From an optimization exercise on the open Yosys and OpenROAD flow, aimed at small area, a short achievable clock period and few clock cycles per item; shortcuts taken in it are not production practice.
At most, simulation tests tie the RTL to the original design; equivalence was not proved.
Function not checked in runs 1 and 5: the RTL went through the layout flow alone.
Power is estimated from default activity; no workload was simulated.

### config.mk
export PLATFORM = sky130hd
export DESIGN_NAME = solar_load_shift_decision
export DESIGN_NICKNAME = solar_load_shift_decision
export VERILOG_FILES = /design/flow/design.v
export SDC_FILE = /design/flow/constraint.sdc
export NUM_CORES = 4
export LEC_CHECK = 0
export CAP_MARGIN = 20
export CORE_MARGIN = 2
export CORE_UTILIZATION = 62
export SETUP_SLACK_MARGIN = 4.6
export SLEW_MARGIN = 20
export SYNTH_MEMORY_MAX_BITS = 8192
### constraint.sdc
create_clock -name core_clock -period 7.5 [get_ports {clk}]
set_input_delay 1.5000 -clock core_clock [delete_from_list [all_inputs] [get_ports {clk}]]
set_output_delay 1.5000 -clock core_clock [all_outputs]
set_load 0.01 [all_outputs]
### design.v
package slsd_pkg;
	localparam int LOAD_W  = 20;
	localparam int SOLAR_W = 19;
	localparam int DELTA_W = 20;
	localparam int HOUR_W  = 5;
	localparam int DEV_W   = 8;
	localparam int EST_W   = 7;
	localparam int HISTORY_DEPTH_DEF = 360;
	localparam int RING_TAPS_DEF     = 8;
	localparam int CFG_IDX_W  = 2;
	localparam int CFG_DATA_W = 19;
	localparam logic [CFG_IDX_W-1:0] REG_CHEAP_START     = 2'd0;
	localparam logic [CFG_IDX_W-1:0] REG_CHEAP_END       = 2'd1;
	localparam logic [CFG_IDX_W-1:0] REG_SOLAR_THRESHOLD = 2'd2;
	localparam logic [CFG_IDX_W-1:0] REG_MAX_DEVICES     = 2'd3;
	localparam logic [HOUR_W-1:0]  CHEAP_START_RST = 5'd22;
	localparam logic [HOUR_W-1:0]  CHEAP_END_RST   = 5'd6;
	localparam logic [SOLAR_W-1:0] THRESHOLD_RST   = 19'd8000;
	localparam logic [DEV_W-1:0]   MAX_DEVICES_RST = 8'd10;
	localparam logic [HOUR_W-1:0]  LAST_HOUR       = 5'd23;
	localparam logic [DELTA_W-1:0] DELTA_SAT = 20'd1000000;
	localparam int                 MIN_FILL  = 6;
	localparam logic [EST_W-1:0] EST_BASE_HI   = 7'd55;
	localparam logic [EST_W-1:0] EST_BASE_LO   = 7'd15;
	localparam logic [EST_W-1:0] EST_FEW_ADD   = 7'd25;
	localparam logic [EST_W-1:0] EST_RISE_ADD  = 7'd35;
	localparam logic [EST_W-1:0] EST_STRONG    = 7'd10;
	localparam logic [EST_W-1:0] EST_CAP       = 7'd98;
	localparam logic [EST_W-1:0] EST_SHIFT_MIN = 7'd65;
	localparam int DIV_IN_W = SOLAR_W - 5;
	localparam int DIV_BY   = 75;
endpackage
module slsd_ring #(
	parameter int DEPTH = slsd_pkg::HISTORY_DEPTH_DEF,
	parameter int WIDTH = slsd_pkg::DELTA_W,
	parameter int TAPS  = slsd_pkg::RING_TAPS_DEF
) (
	input  logic                    clk,
	input  logic                    wr,
	input  logic [$clog2(TAPS)-1:0] tap,
	input  logic [$clog2(TAPS)-1:0] rtap,
	input  logic [WIDTH-1:0]        wdata,
	output logic [WIDTH-1:0]        rdata
);
	localparam int M     = DEPTH / TAPS;
	localparam int TAP_W = $clog2(TAPS);
	logic [DEPTH*WIDTH-1:0] q;
	for (genvar i = 0; i < DEPTH; i++) begin : g_ent
		localparam int PREV = (i + DEPTH - 1) % DEPTH;
		if ((i % M) == 1) begin : g_tap
			always_ff @(posedge clk) begin
				if (wr && tap == TAP_W'(i / M))
					q[i*WIDTH +: WIDTH] <= wdata;
				else
					q[i*WIDTH +: WIDTH] <= q[PREV*WIDTH +: WIDTH];
			end
		end else begin : g_pass
			always_ff @(posedge clk) begin
				q[i*WIDTH +: WIDTH] <= q[PREV*WIDTH +: WIDTH];
			end
		end
	end
	always_comb begin
		rdata = q[(DEPTH-2)*WIDTH +: WIDTH];
		for (int k = 1; k < TAPS; k++)
			if (rtap == TAP_W'(k)) rdata = q[(k*M-2)*WIDTH +: WIDTH];
	end
endmodule
module slsd_decide (
	input  logic                          above,
	input  logic                          boost,
	input  logic                          cheap,
	input  logic                          surplus,
	input  logic                          few,
	input  logic                          sum_low,
	input  logic                          rising_cmp,
	output logic                          run_loads,
	output logic [slsd_pkg::EST_W-1:0]    est
);
	logic                        rising;
	logic [slsd_pkg::EST_W-1:0]  est_sum;
	assign rising = few || rising_cmp;
	always_comb begin
		est_sum = above ? slsd_pkg::EST_BASE_HI : slsd_pkg::EST_BASE_LO;
		if (few) begin
			if (above) est_sum = est_sum + slsd_pkg::EST_FEW_ADD;
		end else if (sum_low) begin
			if (above) est_sum = est_sum + slsd_pkg::EST_RISE_ADD;
		end else if (rising) begin
			est_sum = est_sum + slsd_pkg::EST_RISE_ADD;
		end
		if (boost) est_sum = est_sum + slsd_pkg::EST_STRONG;
		est = (est_sum > slsd_pkg::EST_CAP) ? slsd_pkg::EST_CAP : est_sum;
	end
	assign run_loads = cheap && surplus && above && rising && (est >= slsd_pkg::EST_SHIFT_MIN);
endmodule
module solar_load_shift_decision #(
	parameter int HISTORY_DEPTH = slsd_pkg::HISTORY_DEPTH_DEF,
	parameter int RING_TAPS     = slsd_pkg::RING_TAPS_DEF
) (
	input  logic                            clk,
	input  logic                            arst_n,
	input  logic                            wr_en,
	input  logic [slsd_pkg::CFG_IDX_W-1:0]  wr_index,
	input  logic [slsd_pkg::CFG_DATA_W-1:0] wr_data,
	input  logic                            sample_valid,
	output logic                            sample_ready,
	input  logic [slsd_pkg::LOAD_W-1:0]     sample_load_power,
	input  logic [slsd_pkg::SOLAR_W-1:0]    sample_solar_power,
	input  logic [slsd_pkg::DELTA_W-1:0]    sample_solar_energy_delta,
	input  logic [slsd_pkg::HOUR_W-1:0]     sample_hour,
	output logic                            result_valid,
	input  logic                            result_ready,
	output logic                            result_run_loads,
	output logic [slsd_pkg::DEV_W-1:0]      result_plug_count,
	output logic [slsd_pkg::EST_W-1:0]      result_solar_estimate
);
	localparam int M      = HISTORY_DEPTH / RING_TAPS;
	localparam int PH_W   = $clog2(M);
	localparam int TAP_W  = $clog2(RING_TAPS);
	localparam int DW     = slsd_pkg::DELTA_W;
	localparam int FILL_W = $clog2(HISTORY_DEPTH + 1);
	localparam int F5_W   = $clog2(5 * HISTORY_DEPTH + 1);
	localparam int NDIG   = (F5_W + 2) / 2;          
	localparam int SUM_W  = DW + FILL_W;
	localparam int S6_W   = SUM_W + 3;               
	localparam int DD_W   = DW + 1;
	localparam int DD6_W  = DD_W + 3;                
	localparam int Z_W    = SUM_W + 4;               
	localparam int RES_W  = 1 + slsd_pkg::DEV_W + slsd_pkg::EST_W;
	localparam int DIV_W  = slsd_pkg::DIV_IN_W;
	localparam int DIVBY  = slsd_pkg::DIV_BY;
	logic [slsd_pkg::HOUR_W-1:0]  cheap_start_q;
	logic [slsd_pkg::HOUR_W-1:0]  cheap_end_q;
	logic [slsd_pkg::SOLAR_W-1:0] threshold_q;
	logic [slsd_pkg::DEV_W-1:0]   max_devices_q;
	always_ff @(posedge clk or negedge arst_n) begin
		if (!arst_n) begin
			cheap_start_q <= slsd_pkg::CHEAP_START_RST;
			cheap_end_q   <= slsd_pkg::CHEAP_END_RST;
			threshold_q   <= slsd_pkg::THRESHOLD_RST;
			max_devices_q <= slsd_pkg::MAX_DEVICES_RST;
		end else if (wr_en) begin
			case (wr_index)
				slsd_pkg::REG_CHEAP_START:     cheap_start_q <= wr_data[slsd_pkg::HOUR_W-1:0];
				slsd_pkg::REG_CHEAP_END:       cheap_end_q   <= wr_data[slsd_pkg::HOUR_W-1:0];
				slsd_pkg::REG_SOLAR_THRESHOLD: threshold_q   <= wr_data[slsd_pkg::SOLAR_W-1:0];
				slsd_pkg::REG_MAX_DEVICES:     max_devices_q <= wr_data[slsd_pkg::DEV_W-1:0];
				default: ;
			endcase
		end
	end
	logic [slsd_pkg::SOLAR_W+1:0] thr3_q;
	always_ff @(posedge clk)
		thr3_q <= ((slsd_pkg::SOLAR_W + 2)'(threshold_q) << 1) + (slsd_pkg::SOLAR_W + 2)'(threshold_q);
	localparam int CAP   = 5;
	localparam int QD    = CAP - 1;
	localparam int CNT_W = $clog2(CAP + 1);
	localparam int QP_W  = $clog2(QD);
	logic              ready_q;
	logic              v1_q, v2_q, v3_q;
	logic [CNT_W-1:0]  cnt_q;
	logic [PH_W-1:0]   ph_q;
	logic [TAP_W-1:0]  tap_q;
	logic [FILL_W-1:0] fill_q;
	logic [F5_W-1:0]   fill5_q;
	logic              accept;
	logic              deliver;
	logic              full;
	logic              out_v_q;
	logic [CNT_W-1:0]  cnt_n;
	logic [PH_W-1:0]   ph_n;
	logic [TAP_W-1:0]  tap_n;
	assign accept  = sample_valid && ready_q;
	assign deliver = out_v_q && result_ready;
	assign full    = (fill_q == FILL_W'(HISTORY_DEPTH));
	assign cnt_n   = cnt_q + CNT_W'(accept) - CNT_W'(deliver);
	always_comb begin
		if (accept) begin
			ph_n  = ph_q;
			tap_n = tap_q;
		end else if (ph_q == PH_W'(M - 1)) begin
			ph_n  = '0;
			tap_n = (tap_q == TAP_W'(RING_TAPS - 1)) ? '0 : tap_q + 1'b1;
		end else begin
			ph_n  = ph_q + 1'b1;
			tap_n = tap_q;
		end
	end
	always_ff @(posedge clk or negedge arst_n) begin
		if (!arst_n) begin
			ready_q  <= 1'b0;
			v1_q     <= 1'b0;
			v2_q     <= 1'b0;
			v3_q     <= 1'b0;
			cnt_q    <= '0;
			ph_q     <= '0;
			tap_q    <= '0;
			fill_q   <= '0;
			fill5_q  <= '0;
		end else begin
			ready_q  <= (accept || (ph_q == PH_W'(M - 1))) && (cnt_n < CNT_W'(CAP));
			v1_q     <= accept;
			v2_q     <= v1_q;
			v3_q     <= v2_q;
			cnt_q    <= cnt_n;
			ph_q     <= ph_n;
			tap_q    <= tap_n;
			if (accept && !full) begin
				fill_q  <= fill_q + 1'b1;
				fill5_q <= fill5_q + F5_W'(5);
			end
		end
	end
	assign sample_ready = ready_q;
	logic [DW-1:0]                dsat0;
	logic [DW-1:0]                ring_old;
	logic                         surplus0;
	logic [slsd_pkg::SOLAR_W-1:0] diff0;
	logic                         above0;
	logic                         boost0;
	logic                         cheap0;
	assign dsat0    = (sample_solar_energy_delta > slsd_pkg::DELTA_SAT) ? slsd_pkg::DELTA_SAT :
		sample_solar_energy_delta;
	assign surplus0 = slsd_pkg::LOAD_W'(sample_solar_power) > sample_load_power;
	assign diff0    = slsd_pkg::SOLAR_W'(slsd_pkg::LOAD_W'(sample_solar_power) - sample_load_power);
	assign above0   = sample_solar_power >= threshold_q;
	assign boost0   = {sample_solar_power, 1'b0} > thr3_q;
	always_comb begin
		if (sample_hour > slsd_pkg::LAST_HOUR || cheap_start_q > slsd_pkg::LAST_HOUR ||
			cheap_end_q > slsd_pkg::LAST_HOUR) begin
			cheap0 = 1'b0;
		end else if (cheap_start_q == cheap_end_q) begin
			cheap0 = 1'b1;
		end else if (cheap_start_q < cheap_end_q) begin
			cheap0 = (sample_hour >= cheap_start_q) && (sample_hour < cheap_end_q);
		end else begin
			cheap0 = (sample_hour >= cheap_start_q) || (sample_hour < cheap_end_q);
		end
	end
	logic [TAP_W-1:0] rtap;
	logic [DW-1:0]    old_pre_q;
	assign rtap = (ph_q == PH_W'(M - 1)) ? ((tap_q == TAP_W'(RING_TAPS - 1)) ? '0 : tap_q + 1'b1) :
		tap_q;
	always_ff @(posedge clk)
		old_pre_q <= ring_old;
	logic [NDIG-1:0] bone0, btwo0, bneg0;
	always_comb begin
		logic [F5_W+2:0] f;
		logic [2:0]      g;
		f = {2'b00, fill5_q, 1'b0};
		for (int k = 0; k < NDIG; k++) begin
			g        = f[2*k +: 3];
			bone0[k] = g[1] ^ g[0];
			btwo0[k] = (g == 3'b011) || (g == 3'b100);
			bneg0[k] = g[2] && !(g[1] && g[0]);
		end
	end
	localparam int DR_W = DIV_W + 2;
	function automatic logic [DR_W+1:0] div4(input logic [DR_W-1:0] r, input int i);
		logic [9:0] w, t1, t2, t3;
		logic [1:0] d;
		logic [DR_W-1:0] n;
		w  = {1'b0, r[i +: 9]};
		t1 = w - 10'(DIVBY);
		t2 = w - 10'(2 * DIVBY);
		t3 = w - 10'(3 * DIVBY);
		n  = r;
		if (!t3[9]) begin
			d = 2'd3; n[i +: 9] = t3[8:0];
		end else if (!t2[9]) begin
			d = 2'd2; n[i +: 9] = t2[8:0];
		end else if (!t1[9]) begin
			d = 2'd1; n[i +: 9] = t1[8:0];
		end else begin
			d = 2'd0;
		end
		div4 = {d, n};
	endfunction
	logic [DIV_W-1:0]  y0;
	assign y0 = diff0[slsd_pkg::SOLAR_W-1:5];
	logic [DW-1:0]     delta1;
	logic [DW+2:0]     old6_1;
	logic [NDIG-1:0]   bone1, btwo1, bneg1;
	logic [FILL_W-1:0] fill1;
	logic [DIV_W-1:0]  y1;
	logic              above1, boost1, cheap1, surplus1;
	always_ff @(posedge clk) begin
		delta1   <= accept ? dsat0 : '0;
		old6_1   <= (accept && full) ? ((DW+3)'(old_pre_q) << 2) + ((DW+3)'(old_pre_q) << 1) : '0;
		bone1    <= bone0;
		btwo1    <= btwo0;
		bneg1    <= bneg0;
		fill1    <= fill_q;
		y1       <= y0;
		above1   <= above0;
		boost1   <= boost0;
		cheap1   <= cheap0;
		surplus1 <= surplus0;
	end
	slsd_ring #(
		.DEPTH (HISTORY_DEPTH),
		.WIDTH (DW),
		.TAPS  (RING_TAPS)
	) u_ring (
		.clk   (clk),
		.wr    (v1_q),
		.tap   (tap_q),
		.rtap  (rtap),
		.wdata (delta1),
		.rdata (ring_old)
	);
	logic [DD6_W-1:0] dd1;
	always_comb begin
		logic [DD6_W-1:0] x, y, z, u, w;
		x = DD6_W'(delta1) << 2;
		y = DD6_W'(delta1) << 1;
		z = ~(DD6_W'(old6_1));
		u = x ^ y ^ z;
		w = ((x & y) | (x & z) | (y & z)) << 1;
		w[0] = 1'b1;
		dd1 = u + w;
	end
	logic [Z_W-1:0] rows [NDIG];
	always_comb begin
		logic [Z_W-1:0] row;
		for (int k = 0; k < NDIG; k++) begin
			row = '0;
			for (int j = 0; j <= DW; j++)
				row[j] = (bone1[k] && (j < DW) && delta1[j]) || (btwo1[k] && (j > 0) && delta1[j-1]);
			if (bneg1[k]) row = ~row;
			row = row << (2 * k);
			if (k > 0) row[2*k-2] = bneg1[k-1];
			rows[k] = row;
		end
	end
	function automatic logic [2*Z_W-1:0] csa(input logic [Z_W-1:0] x, y, z);
		logic [Z_W-1:0] c;
		c = ((x & y) | (x & z) | (y & z)) << 1;
		csa = {c, x ^ y ^ z};
	endfunction
	logic [Z_W-1:0] sa, ca, sb, cb, sc, cc, pc1, ps1;
	assign {ca, sa}   = csa(rows[0], rows[1], rows[2]);
	assign {cb, sb}   = csa(rows[3], rows[4], rows[5]);
	assign {cc, sc}   = csa(sa, ca, sb);
	assign {pc1, ps1} = csa(sc, cc, cb);
	logic [10:0] rem1;    
	logic [3:0]  q1;
	always_comb begin
		logic [DR_W-1:0] r;
		r = DR_W'(y1);
		{q1[3:2], r} = div4(r, 6);
		{q1[1:0], r} = div4(r, 4);
		rem1 = r[10:0];
	end
	logic [Z_W-1:0]    pc2, ps2;
	logic [DD6_W-1:0]  dd2;
	logic [FILL_W+2:0] fill6_2;
	logic              few2;
	logic [10:0]       rem2;
	logic [3:0]        q2;
	logic              above2, boost2, cheap2, surplus2;
	always_ff @(posedge clk) begin
		pc2      <= pc1;
		ps2      <= ps1;
		dd2      <= dd1;
		fill6_2  <= (FILL_W+3)'(fill1) * (FILL_W+3)'(6);
		few2     <= fill1 < FILL_W'(slsd_pkg::MIN_FILL);
		rem2     <= rem1;
		q2       <= q1;
		above2   <= above1;
		boost2   <= boost1;
		cheap2   <= cheap1;
		surplus2 <= surplus1;
	end
	logic [S6_W-1:0] s6_q;
	always_ff @(posedge clk or negedge arst_n) begin
		if (!arst_n) begin
			s6_q <= '0;
		end else begin
			s6_q <= s6_q + (v2_q ? {{(S6_W-DD6_W){dd2[DD6_W-1]}}, dd2} : '0);
		end
	end
	logic [Z_W-1:0] u2, w2;
	logic           rise2;
	always_comb begin
		logic [Z_W-1:0] x, y, z;
		x = Z_W'(s6_q);
		y = ~pc2;
		z = ~ps2;
		u2 = x ^ y ^ z;
		w2 = ((x & y) | (x & z) | (y & z)) << 1;
		w2[0] = 1'b1;
	end
	assign rise2 = u2[Z_W-1] ^ w2[Z_W-1] ^ (u2[Z_W-2:0] >= ~w2[Z_W-2:0]);
	logic [slsd_pkg::DEV_W-1:0] quot2;
	always_comb begin
		logic [DR_W-1:0] r;
		r = DR_W'(rem2);
		quot2[7:4] = q2;
		{quot2[3:2], r} = div4(r, 2);
		{quot2[1:0], r} = div4(r, 0);
	end
	logic             rise3, few3, sum_low3;
	logic [slsd_pkg::DEV_W-1:0] quot3;
	logic             above3, boost3, cheap3, surplus3;
	always_ff @(posedge clk) begin
		rise3    <= rise2;
		few3     <= few2;
		sum_low3 <= s6_q <= S6_W'(fill6_2);
		quot3    <= quot2;
		above3   <= above2;
		boost3   <= boost2;
		cheap3   <= cheap2;
		surplus3 <= surplus2;
	end
	logic                       run3;
	logic [slsd_pkg::EST_W-1:0] est3;
	slsd_decide u_decide (
		.above      (above3),
		.boost      (boost3),
		.cheap      (cheap3),
		.surplus    (surplus3),
		.few        (few3),
		.sum_low    (sum_low3),
		.rising_cmp (rise3),
		.run_loads  (run3),
		.est        (est3)
	);
	logic [slsd_pkg::DEV_W-1:0] plugs3;
	always_comb begin
		if (!run3)
			plugs3 = '0;
		else if (quot3 == '0)
			plugs3 = (max_devices_q == '0) ? '0 : slsd_pkg::DEV_W'(1);
		else if (quot3 > max_devices_q)
			plugs3 = max_devices_q;
		else
			plugs3 = quot3;
	end
	logic [RES_W-1:0] res3;
	assign res3 = {run3, plugs3, est3};
	logic [RES_W-1:0] out_q;
	logic [RES_W-1:0] qmem [QD];
	logic [QP_W-1:0]  qrd_q, qwr_q;
	logic [CNT_W-1:0] qcnt_q;
	logic             take, pop, qpush;
	assign take  = !out_v_q || deliver;
	assign pop   = take && (qcnt_q != '0);
	assign qpush = v3_q && !(take && (qcnt_q == '0));
	always_ff @(posedge clk or negedge arst_n) begin
		if (!arst_n) begin
			out_v_q <= 1'b0;
			qrd_q   <= '0;
			qwr_q   <= '0;
			qcnt_q  <= '0;
		end else begin
			if (take) out_v_q <= (qcnt_q != '0) || v3_q;
			if (pop)   qrd_q <= (qrd_q == QP_W'(QD - 1)) ? '0 : qrd_q + 1'b1;
			if (qpush) qwr_q <= (qwr_q == QP_W'(QD - 1)) ? '0 : qwr_q + 1'b1;
			qcnt_q <= qcnt_q + CNT_W'(qpush) - CNT_W'(pop);
		end
	end
	always_ff @(posedge clk) begin
		if (take) out_q <= (qcnt_q != '0) ? qmem[qrd_q] : res3;
		if (v3_q) qmem[qwr_q] <= res3;
	end
	assign result_valid          = out_v_q;
	assign result_run_loads      = out_q[RES_W-1];
	assign result_plug_count     = out_q[slsd_pkg::EST_W +: slsd_pkg::DEV_W];
	assign result_solar_estimate = out_q[slsd_pkg::EST_W-1:0];
endmodule
### flow/run.sh
#!/bin/bash
# The standard layout (standard.sh, its synthesis unchanged) with these settings changed:
# - the port buffers are sky130_fd_sc_hd__buf_4 instead of the delay buffer buffer_ports picks
#   by itself (every port still gets its own buffer);
# - timing repair may resize cells across footprints;
# - clock tree synthesis clusters up to 25 sinks within 80 um per leaf buffer and inserts no
#   dummy loads (the tree is still one balanced tree from the clock port).
# Every tool's output goes to orfs/logs/ as usual; make's own output goes to flow.log here.
set -euo pipefail
bash standard.sh \
	"BUFFER_PORTS_ARGS=-buffer_cell sky130_fd_sc_hd__buf_4" \
	MATCH_CELL_FOOTPRINT=0 \
	"CTS_ARGS=-sink_clustering_enable -repair_clock_nets -dont_use_dummy_load -sink_clustering_size 25 -sink_clustering_max_diameter 80" \
	finish > flow.log 2>&1
### standard.sh
#!/bin/bash
# synth_recipe.tcl (not shown) runs the flow's synth.tcl, then flattens the netlist and writes it again
# the make line also repeats each setting of config.mk as NAME=value (left out here)
make -C /OpenROAD-flow-scripts/flow DESIGN_CONFIG=/design/flow/config.mk WORK_HOME=/design/flow/orfs CLKGATE_MAP_FILE= SYNTH_SCRIPT=/design/flow/synth_recipe.tcl "${@:-finish}"
==> results of run 1 <==
## state kept, by name, summed over array words and instances (netlist names), 14 cells and up
register / cells
old_pre_q: 20
ps2: 33
u_ring.q: 7200
y1: 14
threshold_q: 19
out_q: 16
thr3_q: 21
s6_q: 31
old6_1: 22
qmem: 64
delta1: 20
pc2: 29
dd2: 23
## area by class of cell
class                   count  area [sq um]
well taps                3743          4680
inverters                 414          1650
flip-flops and latches   7650        155000
repair buffers            291          2570
fillers                 17400         88900
multi-input cells        2438         20800
clock buffers             358          8960
diodes                     16          40.0
## per-layer routing
| layer | track usage | part of all wire |
|---|---|---|
| met5 | 0 | 0.000036 |
| met1 | 0.290 | 0.46 |
| met2 | 0.355 | 0.48 |
| met4 | 0.0694 | 0.033 |
| met3 | 0.0232 | 0.030 |
## Yosys cell counts, types with 55 or more instances
cell | number | area share
dfrtp_1 | 99 | 0.014
ha_1 | 298 | 0.021
a21oi_1 | 153 | 0.0044
o21ai_0 | 274 | 0.0078
inv_1 | 409 | 0.0087
xnor2_1 | 188 | 0.0094
and2_1 | 55 | 0.0020
a22oi_1 | 116 | 0.0050
edfxtp_1 | 80 | 0.014
clkbuf_1 | 114 | 0.0024
nand2_1 | 356 | 0.0076
fa_1 | 148 | 0.017
dfxtp_1 | 7458 | 0.85
nor2_1 | 131 | 0.0028
## power breakdown
group,total (W),internal [W],switching [W]
Sequential,0.0412,0.0409,0.000263
Combinational,0.00216,0.000999,0.00116
Clock,0.0201,0.00854,0.0115
## path summary, 6_finish.rpt
path	startpoint	end	slack, ns	cells after the start
worst max register to register	delta1[3]	dd2[22]	4.33	13
worst min-delay path	u_ring.q[4866]	u_ring.q[4886]	0.25	0
worst max-delay path	delta1[3]	dd2[22]	4.33	13
worst min register to register	u_ring.q[4866]	u_ring.q[4886]	0.25	0
min in group asynchronous	arst_n	fill5_q[10]	0.64	1
max in group asynchronous	arst_n	v2_q	5.30	2
## stage by stage
stage / worst slack (ns) / util / power (W) / instances
after detailed placement: 3.56 / 0.643 / 0.0439 / 14400
after CTS: 4.25 / 0.680 / 0.0637 / 14800
after global routing: 4.22 / 0.685 / 0.0654 / 14900
after floorplan: 4.16 / - / 0.0433 / 10600
after global placement: 3.15 / 0.643 / 0.0439 / 14400
final: 4.33 / 0.685 / 0.0634 / 14900
## kinds of logic (layout without fill, tap and decap cells)
kind of cell	Yosys count	after routing	share of synthesized area
buf+inv	560	1063	0.0120
mux	83	84	0.00621
xor+xnor	231	231	0.0115
compound gates	875	875	0.0322
simple gates	799	801	0.0213
flops	7650	7650	0.879
fa+ha+maj	447	447	0.0381
other cells	0	16	0
## what timing repair did
action | 4_1_cts | 5_1_grt
setup buffers | 82 | 66
pin swaps | 70 | 101
resized for setup | 263 | 156
cloned | 4 | 4
hold buffers | 0 | 0
setup endpoints to repair | 185 | 121
==> summary.txt, run 1 <==
Grouping stages by cell kind, the critical path spends the most delay in compound AO/OA/AOI/OAI gates. The tightest hold margin is 0.251 ns, and the number of detailed-routing iterations run before antenna repair is 5. The clock root buffer is clkbuf_16.

The global-route wire length before repair was 458 mm. The total placed instance area was 181000 sq um; the final clock period utilization by the worst path was 0.423. The tools report the total via count after detailed routing as 70900.

Detail-routed net length per standard cell: 20.6 um. Most frequent standard cell in the layout excluding fill and tap cells: dfxtp_1. The initial antenna violation count was 27; the H-tree depth was 5. In this run the deepest clock path goes through 4 buffers. For the number of global-route vias before repair, the log shows 75000. TritonCTS built the clock tree. The delay of the slowest critical-path stage came out at 0.54 ns. The number of hold violations in the final report is 0. The clock period could shrink to 3.17 ns. Setup repair after global routing could not meet its margin everywhere.

For the total routing resource utilization after global routing, the log shows 0.212. The analysis attributes to cell leakage a power of 77.7 nW. The run gives 0.315 GHz as the highest achievable clock rate. The library cells used most frequently in the layout, excluding fill and tap cells, are 7415 x dfxtp_1, 379 x inv_1, 363 x clkbuf_16. The run finished with no timing, DRC or antenna violations.

The max-cap check violation count is 0. Using the TritonRoute via totals, the vias-per-cell ratio works out to 4.75. The number of flops mapped to enable cells by yosys is 80, and the max-slew violation count is 0. The share of async-settable or async-resettable flops after synthesis works out to 0.0146. Summed over all nets, the half-perimeter wirelength after detailed placement is 174 mm. Post-synthesis instance total: 10600. The run gives 0.824 as the placer's final routability congestion estimate. The type of the most critical hold path is reg -> reg. By startpoint and endpoint, the worst setup path is classified as reg -> reg. The average cell area after synthesis was 16.5 sq um; the data required time of the worst path was 8.21 ns. Adding up every negative setup slack in the final design gives 0 ns. The run gives 195 as the number of core rows. The total area inside the core boundary comes to 282000 sq um.

Buffers placed on the I/O ports in this run total 107. Pin placement for this block handled 108 I/O pins. The die is 537 um wide.

Setup violations remaining at the end of the flow were counted as 0. The number of nets handed over by synthesis was 11200. Once layout is done, the placed cells without fillers occupy 193000 sq um. The run gives 307 mm as the total wirelength of the detailed-routed design. The tools report the post-route clock skew as 0.111 ns. At the later pin of the worst-skew pair, clock insertion delay measures 0.94 ns. The tools report the starting utilization of the core area as 0.623. The critical-path maximum fanout came out at 10. The slowest stage cell on the critical path was fa_1. The logs give 3.88 ns for the data arrival time at the worst-slack endpoint and 11700 for the number of nets in the final layout.

In this run the cell area of the synthesized design comes to 176000 sq um. The tools report the full die area as 288000 sq um. After global routing the overflow that remains totals 0. Traced cell by cell, the critical path runs through inv_6, fa_1, inv_1, ha_4, o21a_1, o21ai_1, nand2b_1, a41o_4, a211oi_4, o21ai_2, o41a_1, nand4b_1, o211ai_1.

The height of the die is 537 um, and the clock slew seen by the registers of the worst setup and hold paths is 0.09 ns. For this design the ratio of total power to cell area is 328 nW/um^2. Counting the buffers created by CTS gives 358. Post-synthesis sequential element count: 7650.

The primary flip-flop cell chosen by synthesis mapping was dfxtp_1. The type of origin of the critical path is a register. After the first detailed-routing iteration, the DRC count stood at 3871.

The run gives 0 as the count of nets left with antenna violations after detail routing. The sequential cell area fraction in the yosys report came out at 0.879. The share of cells above drive strength 1 is 0.0941. After detailed routing, the number of remaining DRC violations is 0. The Yosys step of the flow raised 16 warnings. The critical path endpoint category was a register. The clock net in this run drives a total of 7650 sinks. The run gives 0.0815 as the relative max-transition margin. The tools report the maximum vdd drop as 0.000303 V. At the pin with the least slew margin, the transition time is 1.36 ns. The area growth from synthesis to layout is 9.97%. Counting distinct cell types in the post-synthesis netlist gives 91.

Together, buffers and inverters on the worst path number 2. Entering global routing, the biggest net connects 62 pins.
==> run 2: changes to the inputs <==
--- a/design.v
+++ b/design.v
@@ -136,2 +136,3 @@
 	logic [slsd_pkg::DEV_W-1:0]   max_devices_q;
+	logic [slsd_pkg::SOLAR_W+1:0] thr3_q;
 	always_ff @(posedge clk or negedge arst_n) begin
@@ -141,2 +142,3 @@
 			threshold_q   <= slsd_pkg::THRESHOLD_RST;
+			thr3_q        <= (slsd_pkg::SOLAR_W + 2)'(slsd_pkg::THRESHOLD_RST) * (slsd_pkg::SOLAR_W + 2)'(3);
 			max_devices_q <= slsd_pkg::MAX_DEVICES_RST;
@@ -146,3 +148,7 @@
 				slsd_pkg::REG_CHEAP_END:       cheap_end_q   <= wr_data[slsd_pkg::HOUR_W-1:0];
-				slsd_pkg::REG_SOLAR_THRESHOLD: threshold_q   <= wr_data[slsd_pkg::SOLAR_W-1:0];
+				slsd_pkg::REG_SOLAR_THRESHOLD: begin
+					threshold_q <= wr_data[slsd_pkg::SOLAR_W-1:0];
+					thr3_q      <= ((slsd_pkg::SOLAR_W + 2)'(wr_data[slsd_pkg::SOLAR_W-1:0]) << 1) +
+						(slsd_pkg::SOLAR_W + 2)'(wr_data[slsd_pkg::SOLAR_W-1:0]);
+				end
 				slsd_pkg::REG_MAX_DEVICES:     max_devices_q <= wr_data[slsd_pkg::DEV_W-1:0];
@@ -152,5 +158,2 @@
 	end
-	logic [slsd_pkg::SOLAR_W+1:0] thr3_q;
-	always_ff @(posedge clk)
-		thr3_q <= ((slsd_pkg::SOLAR_W + 2)'(threshold_q) << 1) + (slsd_pkg::SOLAR_W + 2)'(threshold_q);
 	localparam int CAP   = 5;
==> run 2 against run 1 <==
First-iteration DRC count shrank 6.1%. Clock skew shrank 0.0058 ns. Area after synthesis grew 0.21%. Synthesized cell count grew 1.1%. Global-route usage shrank 3.4 points. Cell area shrank 0.32%. Utilization shrank 0.28 points. Final cell count grew 0.50%. Clock power shrank 2%. Critical path type unchanged. Sequential share of layout area grew 0.30 points. Largest power group unchanged. Via count shrank 1.4%. Worst hold slack gained 0.0076 ns. Highest routed layer unchanged.
==> summary.txt, run 2 <==
The flow ran to the end and the layout has no timing, DRC or antenna violations. The logs give 0 (unchanged) for the number of hold violations in the final report and 69900 (-1.4%) for the total via count after detailed routing. Ranked by flip-flop count, first place goes to u_ring.q. Xor and xnor area share after synthesis: 0.0114 (-0.000131).

For the maximum number of pins on one net before global-route repair, the log shows 80 (+29%). Critical path endpoint category: a register. Yosys attributes the largest share of cell area to dfxtp_1 84%, ha_1 2.1%, fa_1 1.7%. Clock slew seen by the registers of the worst setup and hold paths: 0.09 ns (about the same). In the synthesized netlist, the cells that appear most often are 7437 x dfxtp_1, 468 x nand2_1, 395 x inv_1, 298 x ha_1, 289 x o21ai_0. Number of vias per cell after detailed routing: 4.67 (-1.9%). The type of origin of the critical path was a register. The run gives 257 mm (-17%) as the total wirelength of the detailed-routed design. The initial antenna violation count was 28 (+3.7%); the starting utilization of the core area was 0.624 (+0.000773). The number of endpoints failing setup at the final stage is 0 (unchanged).

The total number of clock tree sinks was 7649 (-0.013%). Main combinational cell family by area after synthesis: adder cells. The run gives 398 mm (-13%) as the global-route wire length before repair. The post-synthesis sequential element count was 7649 (-0.013%). In the synthesized netlist the dominant register cell turns out to be dfxtp_1. The detailed-route DRC error count was 0 (unchanged); the total routing resource utilization after global routing was 0.177 (-0.0343). The port buffer count works out to 107 (unchanged). The hold buffer count at CTS is 0 (unchanged), and the transition time of the tightest slew-check pin is 1.30 ns (-0.0641 ns). The tools report the full die area as 289000 sq um (+0.21%).

The sequential cell area fraction in the yosys report was 0.877 (-0.00134); the total power of the final layout was 0.0670 W (+5.7%). The share of async-settable or async-resettable flops after synthesis is 0.0173 (+0.00262), and the final worst setup slack is 4.35 ns (+0.0187 ns). Number of flops mapped to enable cells by yosys: 80 (unchanged). The number of core rows came out at 195 (unchanged). The critical-path maximum fanout came out at 5 (-5).

The library cell used most frequently in the layout, excluding fill and tap cells, is dfxtp_1. For the tightest hold margin, the log shows 0.258 ns (+0.00760 ns). The number of global-route vias before repair came out at 70500 (-6.1%). Floorplan die width: 537 um (+0.10%).

The number of synthesis warnings is 16 (unchanged), and the data arrival time at the worst-slack endpoint is 3.95 ns (+0.07 ns). The run gives 0 (unchanged) as the max-slew violation count. For the maximum vdd drop, the log shows 0.000330 V (+9.0%). The area share of the leading cell type in the synthesized netlist was 0.845 (-0.00417). The post-route clock skew is 0.105 ns (-0.00584 ns), and the worst setup slack before clock tree synthesis is 3.30 ns (-0.254 ns). The share of cells above drive strength 1 was 0.0879 (-0.00616). The number of buffers inserted during clock tree synthesis is 356 (-0.56%), and the number of distinct standard cells referenced by the synthesized netlist is 94 (+3.3%).

Setup repair after global routing could not meet its margin everywhere. The tools report the count of nets left with antenna violations after detail routing as 0 (unchanged). The relative max-transition margin is 0.125 (+0.0432), and the multiplexer fraction of the synthesized cell area is 0.00613 (-0.0000841). The height of the die came out at 537 um (+0.10%). The complex-gate fraction of the synthesized area works out to 0.0294 (-0.00280).

For the placed wire-length estimate, the log shows 157 mm (-9.9%). The number of detailed-routing iterations run before antenna repair was 7 (+2); the simple-gate portion of the synthesized area was 0.0259 (+0.00466). The standby leakage power came out at 77.6 nW (-0.12%). The tools report the worst-case clock buffer depth as 4 (unchanged).

The power per cell area is 347 nW/um^2 (+6.0%). Sum of negative setup slack: 0 ns (unchanged). The logs give 0 (unchanged) for the total overflow reported by the global router and 0.95 ns (about the same) for the clock insertion delay at the later pin of the skew report. The placeable core region is 283000 sq um (about the same). For the H-tree depth, the log shows 5 (unchanged).

The logs give 10800 (+1.1%) for the post-synthesis instance total and 11300 (+1.1%) for the net count after synthesis. The data required time of the worst path was 8.29 ns (+0.08 ns). For the count of fill cells added during filler insertion, the log shows 18900 (+8.8%). The cell type with the largest total area after synthesis is dfxtp_1.

The number of nets in the final layout came out at 11800 (+0.65%). For the detailed router's first-iteration violation count, the log shows 3633 (-6.1%). The area taken by flip-flops and latches is 155000 sq um (about the same), and the average cell area after synthesis is 16.4 sq um (-0.90%).

Highest achievable clock rate: 0.317 GHz (+0.59%). TritonCTS built the clock tree. Among all cell types in the netlist, the one instantiated most often is dfxtp_1. The area overhead of the layout relative to synthesis is 9.39%, and the cell area after synthesis is 176000 sq um (+0.21%). The clock period minus worst slack is 3.15 ns (-0.0187 ns), and the multi-input combinational cell area is 20700 sq um (-0.73%). The tools report the top-level port count as 108 (unchanged).

The detail-routed net length per standard cell works out to 17.1 um (-17%). The placer's final routability congestion estimate came out at 0.847 (+2.8%). In this run the worst hold path is classified as reg -> reg. The critical path in this run is classified as reg -> reg. In the layout the commonest cells are 7387 x dfxtp_1, 464 x nand2_1, 363 x inv_1. For the slack of the worst reg-to-reg path, the log shows 4.35 ns (+0.02 ns).

The clock root buffer was clkbuf_16. The adder and majority gate portion of the synthesized area came out at 0.0380 (-0.000137). The largest registers in the layout are u_ring.q (7200), qmem (64), ps2 (33). The flip-flop count of the largest register after layout is 7200 (unchanged), and the max-cap check violation count is 0 (unchanged). The final clock period utilization by the worst path was 0.421 (-0.00249).
## run 2: cell types whose count changed after synthesis, moves of 9 or more
cell      change
o211ai_1     -13
o22ai_1      -11
a21oi_1      -11
a221oi_1      -9
a211oi_1     -18
a31oi_1      -10
o21ai_0      +15
nand2_1     +112
dfxtp_1      -21
dfrtp_1      +13
nand4_1      -15
inv_1        -14
nand3_1      +93
nor2_1       +10
## run 2: kinds of logic (layout without fill, tap and decap cells)
family / after synthesis / count (layout)
AOI/OAI and AO/OA: 812 / 812
xor gates and xnor gates: 228 / 228
adders and majority gates: 446 / 446
buffers and inverters: 551 / 1014
DFF: 7649 / 7649
muxes: 79 / 79
other: 0 / 14
and+or+nand+nor: 999 / 999
## run 2: layer usage
layer  GRT usage  vias to the layer above  part of all wire
met1       0.274                    33600              0.52
met3      0.0238                      429             0.038
met2       0.264                     1003              0.42
li1            -                    34800                 -
met5           0                        -          0.000051
met4      0.0481                        2             0.025
## run 2: final cells by class
type	instances	share of cell area
repair buffers	258	0.0110
diodes	14	0.000182
flip-flops and latches	7649	0.803
clock buffers	356	0.0462
multi-input cells	2564	0.107
inverters	400	0.00832
well taps	3743	0.0243
## run 2: metrics by stage
step	cell area [sq um]	instances	util
floorplan	177000	10800	-
global placement	182000	14500	0.644
detailed placement	182000	14500	0.644
CTS	192000	14900	0.680
global route	193000	15000	0.682
finish	193000	15000	0.682
## run 2: worst max-delay path, cell delays in order (launching register included)
cell	delay, ns
dfrtp_4	0.53
buf_12	0.14
buf_12	0.12
and2_4	0.14
ha_4	0.24
a21o_1	0.18
a221oi_4	0.29
o21a_1	0.20
nor2_2	0.06
a2111oi_4	0.33
a211oi_2	0.15
o31ai_2	0.29
mux2i_1	0.14
a2111oi_2	0.28
## run 2: path summary, 6_finish.rpt
path,cells past startpoint,end,start
max,13,s6_q[31],v2_q
min,0,u_ring.q[6933],u_ring.q[6913]
max reg2reg,13,s6_q[31],v2_q
min reg2reg,0,u_ring.q[6933],u_ring.q[6913]
max in group asynchronous,2,s6_q[17],arst_n
min in group asynchronous,1,thr3_q[17],arst_n
## run 2: what timing repair did
action,in CTS,in global routing
hold endpoints to repair,0,0
setup buffers,98,26
resized for setup,201,100
pin swaps,74,72
endpoints found under the setup margin,187,97
## run 2: power breakdown
part	total [W]	leakage [nW]	internal (W)	switching, W
sequential	0.0420	62.3	0.0413	0.000728
clock	0.0196	4.39	0.00848	0.0111
combinational	0.00538	10.9	0.00237	0.00300
Testbench counts of run 2, summed over its fixed seeds: cycles 9,235, items 9,000.
==> run 3: changes to the inputs <==
--- a/config.mk
+++ b/config.mk
@@ -9,4 +9,4 @@
 export CORE_MARGIN = 2
-export CORE_UTILIZATION = 62
-export SETUP_SLACK_MARGIN = 4.6
+export CORE_UTILIZATION = 55
+export SETUP_SLACK_MARGIN = 4.5
 export SLEW_MARGIN = 20
==> run 3 against run 2 <==
Synthesized cell count did not move. Maximum frequency is 1.4% lower. Worst hold slack worse by 0.0029 ns. Global-route usage is 2.0 points lower. Sequential power about the same. Total power barely moved. Clock power is essentially flat. Sequential share of layout area shrank 0.079 points. Critical path type unchanged.
==> summary.txt, run 3 <==
The H-tree depth was 5 (unchanged). Launch instance of the worst register-to-register path: v2_q. The clock period minus worst slack is 3.20 ns (+0.0435 ns), and the total routing resource utilization after global routing is 0.157 (-0.0205). Full die area: 325000 sq um (+13%). The critical setup path kind is reg -> reg. The relative max-transition margin came out at 0.109 (-0.0157). The share of async-settable or async-resettable flops after synthesis is 0.0173 (unchanged). Ranked by instance count, the synthesized netlist is headed by 7437 x dfxtp_1, 468 x nand2_1, 395 x inv_1, 298 x ha_1, 289 x o21ai_0. The synthesized design spends more area on one cell type than any other, namely dfxtp_1. The worst min-delay path startpoint is u_ring.q[3450].

The total via count after detailed routing was 69900 (+0.066%); the detail-routed net length per standard cell was 16.6 um (-2.9%). TritonCTS built the clock tree. The run gives 69800 (-0.93%) as the number of global-route vias before repair. The data required time of the worst path is 8.28 ns (about the same). The type of the most critical hold path is reg -> reg. Final clock period utilization by the worst path: 0.426 (+0.00579).

Data arrival time at the worst-slack endpoint: 3.98 ns (+0.03 ns). The area taken by flip-flops and latches was 155000 sq um (about the same); the number of distinct standard cells referenced by the synthesized netlist was 94 (unchanged). The run finished with no timing, DRC or antenna violations.

Setup repair after global routing could not meet its margin everywhere. The area overhead of the layout relative to synthesis is 9.49% (about the same), and the max-cap check violation count is 0 (unchanged). Routed length on met3: 10.1 mm (+3.1%). The run gives 108 (unchanged) as the top-level port count.

The total number of clock tree sinks was 7649 (unchanged); the floorplan die width was 570 um (+6.1%). The power per cell area is 347 nW/um^2 (-0.18%), and the hold buffer count at CTS is 0 (unchanged). The largest registers in the layout are u_ring.q (7200), qmem (64), ps2 (33).

The tools report the post-synthesis instance total as 10800 (unchanged). dfxtp_1 is the most common cell in the netlist. In the layout the commonest cells are 7389 x dfxtp_1, 463 x nand2_1, 369 x inv_1. Highest achievable clock rate: 0.313 GHz (-1.4%). The run gives 7 (unchanged) as the number of detailed-routing iterations run before antenna repair.

The worst hold path terminates at u_ring.q[3470]. The transition time of the tightest slew-check pin works out to 1.32 ns (+0.0232 ns). Cell count of the worst reg-to-reg path: 13 (unchanged). Number of vias per cell after detailed routing: 4.54 (-2.7%). The number of instances on the worst hold path was 0 (unchanged); the placer's final routability congestion estimate was 0.835 (-1.4%). STA classifies the critical path endpoint as a register.

The flip-flop count of the largest register after layout was 7200 (unchanged); the clock insertion delay at the later pin of the skew report was 0.92 ns (-0.03 ns). The sequential cell area fraction in the yosys report is 0.877 (unchanged). The number of flops mapped to enable cells by yosys works out to 80 (unchanged). The clock slew seen by the registers of the worst setup and hold paths was 0.09 ns (about the same); the total wirelength of the detailed-routed design was 256 mm (-0.14%). The run gives 0.255 ns (-0.00295 ns) as the tightest hold margin. The total overflow reported by the global router was 0 (unchanged); the placeable core region was 318000 sq um (+13%). The logs give 0.0944 ns (-0.0110 ns) for the post-route clock skew and 0 (unchanged) for the count of nets left with antenna violations after detail routing. The final non-filler cell total is 15400 (+2.9%).

The logs give 0 ns (unchanged) for the sum of negative setup slack and 4 (unchanged) for the worst-case clock buffer depth. More flip-flops sit in one register than any other, and that register is u_ring.q. The routed length on met2 was 105 mm (-2.4%); the slack of the worst reg-to-reg path was 4.30 ns (-0.04 ns). The post-synthesis sequential element count is 7649 (unchanged). The max-slew violation count came out at 0 (unchanged). After synthesis, the cell types taking the most area are dfxtp_1 84%, ha_1 2.1%, fa_1 1.7%. The initial antenna violation count is 23 (-18%). Tracing the worst setup path back leads to its startpoint at v2_q. The logs give 11300 (unchanged) for the net count after synthesis and 354 (-0.56%) for the number of buffers inserted during clock tree synthesis. The run gives 0.554 (-0.0701) as the starting utilization of the core area. For this run, the leading register cell type out of synthesis is dfxtp_1. The tools report the cell area after synthesis as 176000 sq um (unchanged). The most frequent standard cell in the layout excluding fill and tap cells was dfxtp_1. Number of nets in the final layout: 11800 (-0.11%).

Share of cells above drive strength 1: 0.0837 (-0.00418). STA classifies the critical path startpoint as a register. Number of endpoints failing setup at the final stage: 0 (unchanged). The global-route wire length before repair is 397 mm (-0.24%), and the count of fill cells added during filler insertion is 23700 (+25%). The height of the die is 570 um (+6.1%), and the port buffer count is 107 (unchanged).

The endpoint of the most critical register-to-register path was s6_q[31]. The run gives 78 (-2.5%) as the maximum number of pins on one net before global-route repair. The area share of the leading cell type in the synthesized netlist came out at 0.845 (unchanged). The met1 wire length is 134 mm (+0.61%).

The number of hold violations in the final report came out at 0 (unchanged). The top layer reached by signal wires is met5. The logs give 14900 (+3.0%) for the instance count after placement with tap cells included and 0.000249 V (-24%) for the maximum vdd drop. Critical-path maximum fanout: 8 (+3). The average cell area after synthesis came out at 16.4 sq um (unchanged). Detailed-route DRC error count: 0 (unchanged). The placed wire-length estimate came out at 158 mm (+0.86%).

The run gives 20500 sq um (-0.66%) as the multi-input combinational cell area. Number of core rows: 207 (+6.2%). The tree is rooted in a clkbuf_16. For the standby leakage power, the log shows 77.4 nW (-0.19%). The run gives 16 (unchanged) as the number of synthesis warnings.

Detailed router's first-iteration violation count: 3716 (+2.3%).
==> run 3: cell counts after synthesis <==
Identical to the previous run, type by type.
==> run 3: layout make-up <==
class / instances / share of cell area
antenna: 21 / 0.000272
multi-input combinational: 2565 / 0.106
inverter: 400 / 0.00822
sequential: 7649 / 0.802
tap: 4180 / 0.0271
clock buffer: 354 / 0.0459
timing repair buffer: 246 / 0.0101
==> run 3: worst max-delay path by stage <==
stage          depth (start not counted)  endpoint
2_1_floorplan                         10    y1[12]
3_3_place_gp                          11    y1[12]
3_5_place_dp                          11    y1[12]
4_1_cts                               13  s6_q[31]
5_1_grt                               12  s6_q[31]
6_report                              13  s6_q[31]
==> run 3: critical path: stages, from the launching register on <==
cell and delay (ns):
dfrtp_4 0.55, and2_4 0.17, ha_4 0.15, inv_2 0.05, fa_2 0.21, nor2b_2 0.05
o31a_1 0.32, o211ai_2 0.21, a21oi_2 0.11, a2111oi_4 0.37, a211oi_2 0.15, o31ai_2 0.29
mux2i_1 0.16, a2111oi_2 0.31
==> run 3: where the power goes <==
part	total (W)	switching (W)	internal, W	leakage, nW
registers	0.0420	0.000743	0.0413	62.3
clock network	0.0195	0.0111	0.00844	4.36
logic	0.00536	0.00300	0.00235	10.8
total	0.0669	0.0148	0.0521	77.4
==> run 3: cell families after synthesis <==
group / Yosys count / synth area share
flip-flops: 7649 / 0.877
AND/OR/NAND/NOR: 999 / 0.0259
AO/OA/AOI/OAI: 812 / 0.0294
buffers and inverters: 551 / 0.0118
adder cells (fa/ha/maj): 446 / 0.0380
XOR/XNOR: 228 / 0.0114
multiplexers: 79 / 0.00613
==> run 3: per-layer routing <==
layer,up-vias,global-route usage
met5,-,0
li1,34800,-
met1,33700,0.241
met4,2,0.0481
met2,1009,0.230
met3,464,0.0225
==> run 3: through the flow <==
stage	instance area, sq um	utilization	total power, W	setup slack, ns
floorplan	177000	-	0.0460	4.01
global placement	182000	0.572	0.0477	3.43
detailed placement	182000	0.573	0.0478	3.47
CTS	192000	0.604	0.0674	4.29
global route	193000	0.606	0.0698	4.20
finish	193000	0.606	0.0669	4.30
==> run 3: timing repair <==
| item | CTS | global route |
|---|---|---|
| buffers inserted | 68 | 46 |
| pin swaps | 44 | 58 |
| resized for setup | 159 | 95 |
| hold endpoints to repair | 0 | 0 |
| setup endpoints to repair | 149 | 64 |
| cloned | 0 | 1 |
==> run 4: changes to the inputs <==
--- a/design.v
+++ b/design.v
@@ -49,3 +49,3 @@
 		localparam int PREV = (i + DEPTH - 1) % DEPTH;
-		if ((i % M) == 1) begin : g_tap
+		if ((i % M) == 0) begin : g_tap
 			always_ff @(posedge clk) begin
@@ -249,2 +249,14 @@
 		old_pre_q <= ring_old;
+	slsd_ring #(
+		.DEPTH (HISTORY_DEPTH),
+		.WIDTH (DW),
+		.TAPS  (RING_TAPS)
+	) u_ring (
+		.clk   (clk),
+		.wr    (accept),
+		.tap   (tap_q),
+		.rtap  (rtap),
+		.wdata (dsat0),
+		.rdata (ring_old)
+	);
 	logic [NDIG-1:0] bone0, btwo0, bneg0;
@@ -303,14 +315,2 @@
 	end
-	slsd_ring #(
-		.DEPTH (HISTORY_DEPTH),
-		.WIDTH (DW),
-		.TAPS  (RING_TAPS)
-	) u_ring (
-		.clk   (clk),
-		.wr    (v1_q),
-		.tap   (tap_q),
-		.rtap  (rtap),
-		.wdata (delta1),
-		.rdata (ring_old)
-	);
 	logic [DD6_W-1:0] dd1;
==> run 4 against run 3 <==
Still clean on timing, DRC and antenna. Setup slack got worse by 0.34 ns. Non-clock buffer count increased by 16. Final cell count decreased by 0.92%. Die area down 0.16%. Utilization increased by 0.14 points. Via count is 1.5% lower.
==> summary.txt, run 4 <==
The flow ran to the end and the layout has no timing, DRC or antenna violations. The tools report the number of hold violations in the final report as 0 (unchanged). The transition time of the tightest slew-check pin is 1.13 ns (-0.189 ns).

The area overhead of the layout relative to synthesis was 9.84%. The run gives 3704 (-0.32%) as the detailed router's first-iteration violation count. For the total overflow reported by the global router, the log shows 0 (unchanged). Number of global-route vias before repair: 69000 (-1.2%).

The tools report the clock root buffer as clkbuf_16. The tools report the number of core rows as 207 (unchanged). The launch instance of the worst register-to-register path is y1[7].

The max-slew violation count was 0 (unchanged); the total power of the final layout was 0.0696 W (+4.0%). The hold buffer count at CTS was 0 (unchanged); the max-cap check violation count was 0 (unchanged). The detail-routed net length per standard cell is 16.9 um (+1.9%). The critical-path maximum fanout is 4 (-4). The post-route clock skew was 0.140 ns (+0.0460 ns); the sequential cell area fraction in the yosys report was 0.879 (+0.00145). STA classifies the critical path endpoint as a register. The number of endpoints failing setup at the final stage is 0 (unchanged). Counting flops per register, the top entry is u_ring.q. For the slack of the worst reg-to-reg path, the log shows 3.96 ns (-0.34 ns). The placeable core region was 318000 sq um (about the same). Data required time of the worst path: 8.17 ns (-0.11 ns).

Sorting the synthesized cells by area gives the leading types as dfxtp_1 85%, ha_1 2.1%, fa_1 1.7%. The floorplan die width came out at 570 um (about the same). Number of flops mapped to enable cells by yosys: 80 (unchanged).

Port buffer count: 107 (unchanged). The share of async-settable or async-resettable flops after synthesis was 0.0173 (unchanged); the initial antenna violation count was 37 (+61%). Relative max-transition margin: 0.236 (+0.127). The share of cells above drive strength 1 is 0.0930 (+0.00930), and the H-tree depth is 5 (unchanged).

The maximum number of pins on one net before global-route repair is 69 (-12%), and the post-synthesis sequential element count is 7649 (unchanged). The starting utilization of the core area was 0.553 (about the same); the sum of negative setup slack was 0 ns (unchanged). The cell count of the worst reg-to-reg path works out to 18 (+5). The cell with the most instances after synthesis is dfxtp_1. The critical setup path kind is reg -> reg. The tools report the total number of clock tree sinks as 7649 (unchanged). The tools report the global-route wire length before repair as 396 mm (-0.16%).

The placed wire-length estimate is 167 mm (+5.7%). Ranked by instance count, the synthesized netlist is headed by 7437 x dfxtp_1, 394 x inv_1, 315 x nand2_1, 298 x ha_1, 272 x o21ai_0. Endpoint of the most critical register-to-register path: rem2[7]. The cell area after synthesis was 176000 sq um (-0.17%). The top-level port count is 108 (unchanged), and the final non-filler cell total is 15300 (-0.92%).

For the placer's final routability congestion estimate, the log shows 0.822 (-1.7%). The largest registers in the layout are u_ring.q (7200), qmem (64), ps2 (33). The final standard cell utilization of the core was 0.608 (+0.00143); the power per cell area was 360 nW/um^2 (+3.9%). Primary flip-flop cell chosen by synthesis mapping: dfxtp_1. Following the worst setup path forward leads to its endpoint at rem2[7].

The number of buffers inserted during clock tree synthesis was 356 (+0.56%). The number of detailed-routing iterations run before antenna repair was 5 (-2); the net count after synthesis was 11100 (-1.4%). The number of synthesis warnings was 16 (unchanged); the average cell area after synthesis was 16.6 sq um (+1.4%). The highest achievable clock rate was 0.283 GHz (-9.6%); the clock slew seen by the registers of the worst setup and hold paths was 0.09 ns (about the same).

The tools report the worst-case clock buffer depth as 4 (unchanged). STA classifies the critical path startpoint as a register. The total via count after detailed routing came out at 68900 (-1.5%).

The run gives 14800 (-1.0%) as the instance count after placement with tap cells included. The type of the most critical hold path is reg -> reg. The final clock period utilization by the worst path is 0.472 (+0.0453), and the data arrival time at the worst-slack endpoint is 4.21 ns (+0.23 ns). Flip-flop count of the largest register after layout: 7200 (unchanged).

Of all cell types, the one taking the most synthesized area is dfxtp_1. The area share of the leading cell type in the synthesized netlist is 0.846 (+0.00140), and the number of distinct standard cells referenced by the synthesized netlist is 93 (-1.1%). The logs give 0 (unchanged) for the count of nets left with antenna violations after detail routing and 11600 (-1.2%) for the number of nets in the final layout. The logs give 0.95 ns (+0.03 ns) for the clock insertion delay at the later pin of the skew report and 259 mm (+0.99%) for the total wirelength of the detailed-routed design. The origin of the worst setup path is y1[7].

The full die area was 324000 sq um (-0.16%). The most frequent standard cell in the layout excluding fill and tap cells was dfxtp_1. In the layout the commonest cells are 7397 x dfxtp_1, 366 x inv_1, 357 x clkbuf_16.

TritonCTS built the clock tree. The total routing resource utilization after global routing is 0.158 (+0.00165). Setup repair after global routing could not meet its margin everywhere. The height of the die is 570 um (about the same), and the detailed-route DRC error count is 0 (unchanged).

Maximum vdd drop: 0.000249 V (about the same). The post-synthesis instance total was 10600 (-1.5%); the number of vias per cell after detailed routing was 4.51 (-0.58%). The standby leakage power was 77.7 nW (+0.36%); the clock period minus worst slack was 3.54 ns (+0.340 ns).
[run 4: changes by cell type in the layout (fill, tap and decap cells not counted), moves of 18 or more]
cell	before	now
a221oi_1	2	27
nand2_1	463	306
nand3_1	126	40
mux2_2	51	72
o221ai_1	0	18
a21oi_1	119	153
o21ai_0	264	245
[run 4: metal layers]
layer / global-route usage / part of all wire
met5: 0 / 0.00010
met4: 0.0649 / 0.042
met3: 0.0215 / 0.039
met2: 0.237 / 0.42
met1: 0.234 / 0.50
[run 4: layout make-up]
class                   count  area [sq um]
repair buffers            262          2140
flip-flops and latches   7649        155000
inverters                 397          1520
clock buffers             356          8910
well taps                4180          5230
multi-input cells        2407         20700
fillers                 23500        125000
diodes                     22          55.1
[run 4: cells by family (layout without fill, tap and decap cells)]
family | after synthesis | after routing | share of synthesized area
compound gates | 875 | 876 | 0.0320
xor+xnor | 241 | 241 | 0.0120
fa+ha+maj | 447 | 447 | 0.0381
buf+inv | 546 | 1015 | 0.0118
flops | 7649 | 7649 | 0.879
mux | 104 | 104 | 0.00760
other cells | 0 | 22 | 0
simple gates | 739 | 739 | 0.0197
[run 4: worst min-delay path by stage]
| stage | start | to | cells after the start |
|---|---|---|---|
| final | u_ring.q[7137] | u_ring.q[7157] | 0 |
| after global routing | u_ring.q[5429] | u_ring.q[5449] | 0 |
| after CTS | u_ring.q[5429] | u_ring.q[5449] | 0 |
| after detailed placement | y1[0] | rem2[0] | 0 |
| after global placement | u_ring.q[1443] | u_ring.q[1463] | 0 |
| after floorplan | above1 | above2 | 0 |
[run 4: power by group]
| group | switching (W) | internal, W | leakage [nW] | total [W] |
|---|---|---|---|---|
| combinational | 0.00416 | 0.00336 | 11.1 | 0.00752 |
| clock | 0.0111 | 0.00848 | 4.39 | 0.0196 |
| sequential | 0.000861 | 0.0417 | 62.3 | 0.0425 |
[run 4: metrics by stage]
step | setup slack [ns] | area [sq um] | hold WS (ns)
after global placement | 2.93 | 182000 | 0.310
after CTS | 3.96 | 192000 | 0.256
after floorplan | 3.88 | 176000 | 0.310
final | 3.96 | 193000 | 0.265
after detailed placement | 3.00 | 182000 | 0.312
after global routing | 3.79 | 193000 | 0.242
[run 4: critical path, stage by stage, from the launching register on]
cell	delay [ns]
dfxtp_4	0.36
clkinv_4	0.06
ha_4	0.12
or4b_4	0.47
o21ai_4	0.16
a21oi_2	0.08
a21oi_2	0.17
xnor2_2	0.16
inv_2	0.06
ha_2	0.17
and2_4	0.16
a2111o_1	0.39
o311ai_4	0.11
o21bai_2	0.12
o21ai_2	0.22
mux2_4	0.23
o22ai_2	0.06
mux2i_1	0.16
xnor2_1	0.10
[run 4: what timing repair did]
item                       in CTS  in global routing
gates cloned                    0                  2
pin swaps                      50                 79
buffers inserted               74                 47
setup endpoints to repair     193                215
gates resized for setup       165                136
Testbench counts of run 4, summed over its fixed seeds: cycles 9,235, items 9,000.
==> run 5: changes to the inputs <==
--- a/design.v
+++ b/design.v
@@ -136,3 +136,2 @@
 	logic [slsd_pkg::DEV_W-1:0]   max_devices_q;
-	logic [slsd_pkg::SOLAR_W+1:0] thr3_q;
 	always_ff @(posedge clk or negedge arst_n) begin
@@ -142,3 +141,2 @@
 			threshold_q   <= slsd_pkg::THRESHOLD_RST;
-			thr3_q        <= (slsd_pkg::SOLAR_W + 2)'(slsd_pkg::THRESHOLD_RST) * (slsd_pkg::SOLAR_W + 2)'(3);
 			max_devices_q <= slsd_pkg::MAX_DEVICES_RST;
@@ -148,7 +146,3 @@
 				slsd_pkg::REG_CHEAP_END:       cheap_end_q   <= wr_data[slsd_pkg::HOUR_W-1:0];
-				slsd_pkg::REG_SOLAR_THRESHOLD: begin
-					threshold_q <= wr_data[slsd_pkg::SOLAR_W-1:0];
-					thr3_q      <= ((slsd_pkg::SOLAR_W + 2)'(wr_data[slsd_pkg::SOLAR_W-1:0]) << 1) +
-						(slsd_pkg::SOLAR_W + 2)'(wr_data[slsd_pkg::SOLAR_W-1:0]);
-				end
+				slsd_pkg::REG_SOLAR_THRESHOLD: threshold_q   <= wr_data[slsd_pkg::SOLAR_W-1:0];
 				slsd_pkg::REG_MAX_DEVICES:     max_devices_q <= wr_data[slsd_pkg::DEV_W-1:0];
@@ -158,2 +152,5 @@
 	end
+	logic [slsd_pkg::SOLAR_W+1:0] thr3_q;
+	always_ff @(posedge clk)
+		thr3_q <= ((slsd_pkg::SOLAR_W + 2)'(threshold_q) << 1) + (slsd_pkg::SOLAR_W + 2)'(threshold_q);
 	localparam int CAP   = 5;
@@ -383,3 +380,3 @@
 		end else begin
-			s6_q <= s6_q + (v2_q ? {{(S6_W-DD6_W){dd2[DD6_W-1]}}, dd2} : '0);
+			s6_q <= s6_q + (v2_q ? S6_W'($signed(dd2)) : '0);
 		end
==> run 5 against run 4 <==
Highest routed layer unchanged. Cell area is essentially flat. Worst hold slack lost 0.0015 ns. Sequential share of layout area is essentially flat. Critical path type unchanged. Still clean. Synthesized cell count hardly changed. Routed wire length shrank 2.1%. Combinational power shrank 71%. Utilization is 0.069 points lower. Critical endpoint is now s6_q[31].
==> summary.txt, run 5 <==
The run finished with no timing, DRC or antenna violations. The starting utilization of the core area came out at 0.553 (about the same). The worst-case clock buffer depth was 4 (unchanged); the number of hold violations in the final report was 0 (unchanged). The run gives 0.000236 V (-5.2%) as the maximum vdd drop. The relative max-transition margin came out at 0.345 (+0.109).

Walking the worst path, the cells encountered are and2_4, ha_4, inv_2, fa_2, nor2b_2, o31a_1, o41ai_4, o2111ai_2, o311a_4, a31o_4, a211o_1, a21oi_2, xor2_1. After synthesis, the most frequently instantiated cells are 7458 x dfxtp_1, 400 x inv_1, 309 x nand2_1, 298 x ha_1, 278 x o21ai_0. The logs give 176000 sq um (about the same) for the cell area after synthesis and 68500 (-0.60%) for the total via count after detailed routing.

The total number of clock tree sinks came out at 7650 (+0.013%). Endpoint of the most critical register-to-register path: s6_q[31]. The tools report the top-level port count as 108 (unchanged). For the instance count after placement with tap cells included, the log shows 14800 (unchanged). The number of nets in the final layout is 11600 (+0.0086%), and the net switching power is 0.0124 W (-23%).

The tools report the number of endpoints failing setup at the final stage as 0 (unchanged). The slowest stage cell on the critical path is dfrtp_4. The flip-flop count of the largest register after layout is 7200 (unchanged), and the floorplan die width is 570 um (about the same).

The detailed-route DRC error count came out at 0 (unchanged). Leaving out fill and tap cells, the most frequent cell in the layout is dfxtp_1. The run gives 8.32 ns (+0.15 ns) as the data required time of the worst path. Type of origin of the critical path: a register. The number of instances on the worst hold path is 0 (unchanged). The initial antenna violation count was 33 (-11%); the H-tree depth was 5 (unchanged).

The placed wire-length estimate is 163 mm (-2.9%). The number of flops mapped to enable cells by yosys came out at 80 (unchanged). The count of nets left with antenna violations after detail routing was 0 (unchanged).

In this run the critical register-to-register path is launched from v2_q. The critical-path maximum fanout is 6 (+2), and the switching power as a share of total power is 0.198 (-0.0338). The height of the die was 570 um (about the same); the number of synthesis warnings was 16 (unchanged). The post-route clock skew is 0.102 ns (-0.0379 ns), and the sum of negative setup slack is 0 ns (unchanged).

The logs give 0.829 (+0.85%) for the placer's final routability congestion estimate and 318000 sq um (about the same) for the placeable core region. The tools report the slack of the worst reg-to-reg path as 4.47 ns (+0.51 ns). Clock share of power: 0.310 (+0.029). The most critical setup path has its startpoint at v2_q. Of all cell types, the one taking the most synthesized area is dfxtp_1. The area share of the leading cell type in the synthesized netlist came out at 0.848 (+0.00177).

The end point of the critical path is s6_q[31]. The tightest hold margin came out at 0.263 ns (-0.00152 ns). The worst setup path is captured at a register. The run gives 67800 (-1.7%) as the number of global-route vias before repair.

Yosys instantiated no cell more often than dfxtp_1. The relative contribution of combinational cells to total power was 0.034 (-0.074). The min-delay analysis places its worst path in the category reg -> reg. The average cell area after synthesis works out to 16.6 sq um (about the same). The clock insertion delay at the later pin of the skew report came out at 0.94 ns (about the same). Ranked by flip-flop count, first place goes to u_ring.q. The number of vias per cell after detailed routing is 4.48 (-0.60%). The library cells used most frequently in the layout, excluding fill and tap cells, are 7412 x dfxtp_1, 381 x inv_1, 357 x clkbuf_16.

In the final layout, the registers with the most flip-flops are u_ring.q (7200), qmem (64), ps2 (33). The final non-filler cell total was 15300 (unchanged); the clock slew seen by the registers of the worst setup and hold paths was 0.09 ns (about the same). Total internal power: 0.0503 W (-6.0%). The cell count of the worst reg-to-reg path came out at 13 (-5). The run gives 0 (unchanged) as the total overflow reported by the global router.

Setup repair after global routing could not meet its margin everywhere. The tools report the number of buffers inserted during clock tree synthesis as 353 (-0.84%). For the max-cap check violation count, the log shows 0 (unchanged). The most used flip-flop cell after synthesis is dfxtp_1. The power per cell area was 325 nW/um^2 (-9.9%); the total power of the final layout was 0.0627 W (-9.9%). The final standard cell utilization of the core is 0.607 (-0.000687), and the sequential fraction of design power is 0.656 (+0.045).

TritonCTS built the clock tree. The run gives 56 (-19%) as the maximum number of pins on one net before global-route repair. Post-synthesis sequential element count: 7650 (+0.013%).

The tree is rooted in a clkbuf_16. For the post-synthesis instance total, the log shows 10600 (+0.047%). From synthesis to final layout, the design area changed by 9.73%. In the post-synthesis netlist, the biggest area contributors are dfxtp_1 85%, ha_1 2.1%, fa_1 1.7%. The final clock period utilization by the worst path was 0.404 (-0.0677); the total routing resource utilization after global routing was 0.153 (-0.00527). The sequential cell area fraction in the yosys report came out at 0.878 (-0.00115).

For the highest achievable clock rate, the log shows 0.330 GHz (+17%). The share of async-settable or async-resettable flops after synthesis was 0.0146 (-0.00262). Number of core rows: 207 (unchanged). The run gives 11100 (+0.045%) as the net count after synthesis. The transition time of the tightest slew-check pin is 0.981 ns (-0.152 ns), and the standby leakage power is 77.9 nW (+0.21%). The detailed router's first-iteration violation count was 4042 (+9.1%); the detail-routed net length per standard cell was 16.6 um (-2.1%).

The max-slew violation count was 0 (unchanged); the number of distinct standard cells referenced by the synthesized netlist was 94 (+1.1%). For the full die area, the log shows 325000 sq um (about the same). The data arrival time at the worst-slack endpoint was 3.85 ns (-0.36 ns).

The delay of the slowest critical-path stage was 0.52 ns (+0.05 ns). The tools report the total wirelength of the detailed-routed design as 253 mm (-2.1%). The critical path is of the reg -> reg type. Hold buffer count at CTS: 0 (unchanged). The share of cells above drive strength 1 works out to 0.0919 (-0.00109). Port buffer count: 107 (unchanged).

The number of detailed-routing iterations run before antenna repair came out at 7 (+2). The clock period minus worst slack is 3.03 ns (-0.508 ns), and the global-route wire length before repair is 383 mm (-3.4%).
==> run 5: changes by cell type after synthesis, moves of 10 or more <==
cell	previous run	this run
a31oi_1	7	28
a221oi_1	36	2
dfxtp_1	7437	7458
a21oi_1	183	137
mux2_2	72	95
o221ai_1	24	4
dfrtp_1	112	99
o211ai_1	3	13
mux2i_1	15	43
==> run 5: how the worst min path moves through the flow <==
| stage | startpoint | to |
|---|---|---|
| floorplan | above1 | above2 |
| global placement | u_ring.q[474] | u_ring.q[494] |
| detailed placement | u_ring.q[1239] | u_ring.q[1259] |
| CTS | u_ring.q[4739] | u_ring.q[4759] |
| global route | u_ring.q[6524] | u_ring.q[6544] |
| finish | u_ring.q[6584] | u_ring.q[6604] |
==> run 5: metrics by stage <==
stage,setup WS (ns),cell area [sq um]
after global routing,4.36,193000
after detailed placement,3.33,182000
final,4.47,193000
after global placement,2.43,182000
after CTS,4.28,192000
after floorplan,4.22,176000
==> run 5: cell families (layout without fill, tap and decap cells) <==
| logic type | after synthesis | after routing | synth area share |
|---|---|---|---|
| mux | 154 | 154 | 0.0106 |
| simple gates | 734 | 734 | 0.0197 |
| fa+ha+maj | 446 | 446 | 0.0380 |
| xor+xnor | 239 | 239 | 0.0119 |
| buf+inv | 551 | 1017 | 0.0119 |
| other cells | 0 | 21 | 0 |
| flops | 7650 | 7650 | 0.878 |
| compound gates | 832 | 832 | 0.0302 |
==> run 5: cell type report <==
class                   instances  area [sq um]
clock buffers                 353          8830
repair buffers                260          2180
flip-flops and latches       7650        155000
fillers                     23600        125000
multi-input cells            2405         20700
inverters                     404          1550
well taps                    4180          5230
diodes                         21          52.6
==> run 5: timing repair <==
| action | CTS | global route |
|---|---|---|
| buffers inserted | 62 | 59 |
| pin swaps | 50 | 64 |
| resized for setup | 175 | 190 |
| gates cloned | 1 | 5 |
| setup endpoints to repair | 127 | 120 |
==> run 5: worst max-delay path: cells and delay by family (launching register included) <==
family / cells / cell delay (ns)
and+or+nand+nor: 2 / 0.23
AOI/OAI and AO/OA: 7 / 1.68
xor gates and xnor gates: 1 / 0.15
buffers and inverters: 1 / 0.05
DFF: 1 / 0.52
adders and majority gates: 2 / 0.35
==> run 5: metal layers <==
layer / global-route usage / vias to the layer above / wire (um)
met3: 0.0210 / 459 / 9050
met4: 0.0533 / 2 / 8570
met2: 0.227 / 985 / 104000
met5: 0 / - / 10
met1: 0.231 / 32600 / 131000
li1: - / 34400 / -
==> run 5: power groups by stage <==
stage | combinational (W) | clock, W | sequential [W]
after floorplan | 0.00132 | 0 | 0.0419
after global placement | 0.00172 | 0 | 0.0421
after detailed placement | 0.00176 | 0 | 0.0421
after CTS | 0.00190 | 0.0202 | 0.0411
after global routing | 0.00238 | 0.0216 | 0.0412
final | 0.00215 | 0.0194 | 0.0411

Check on run 5: ideal ports give 4.470 ns setup slack; a clkbuf_16 on the clock port and buf_2 on the inputs give 4.441 ns; moving port delays by the midpoint clock arrival (0.970 ns) as well gives 3.601 ns.
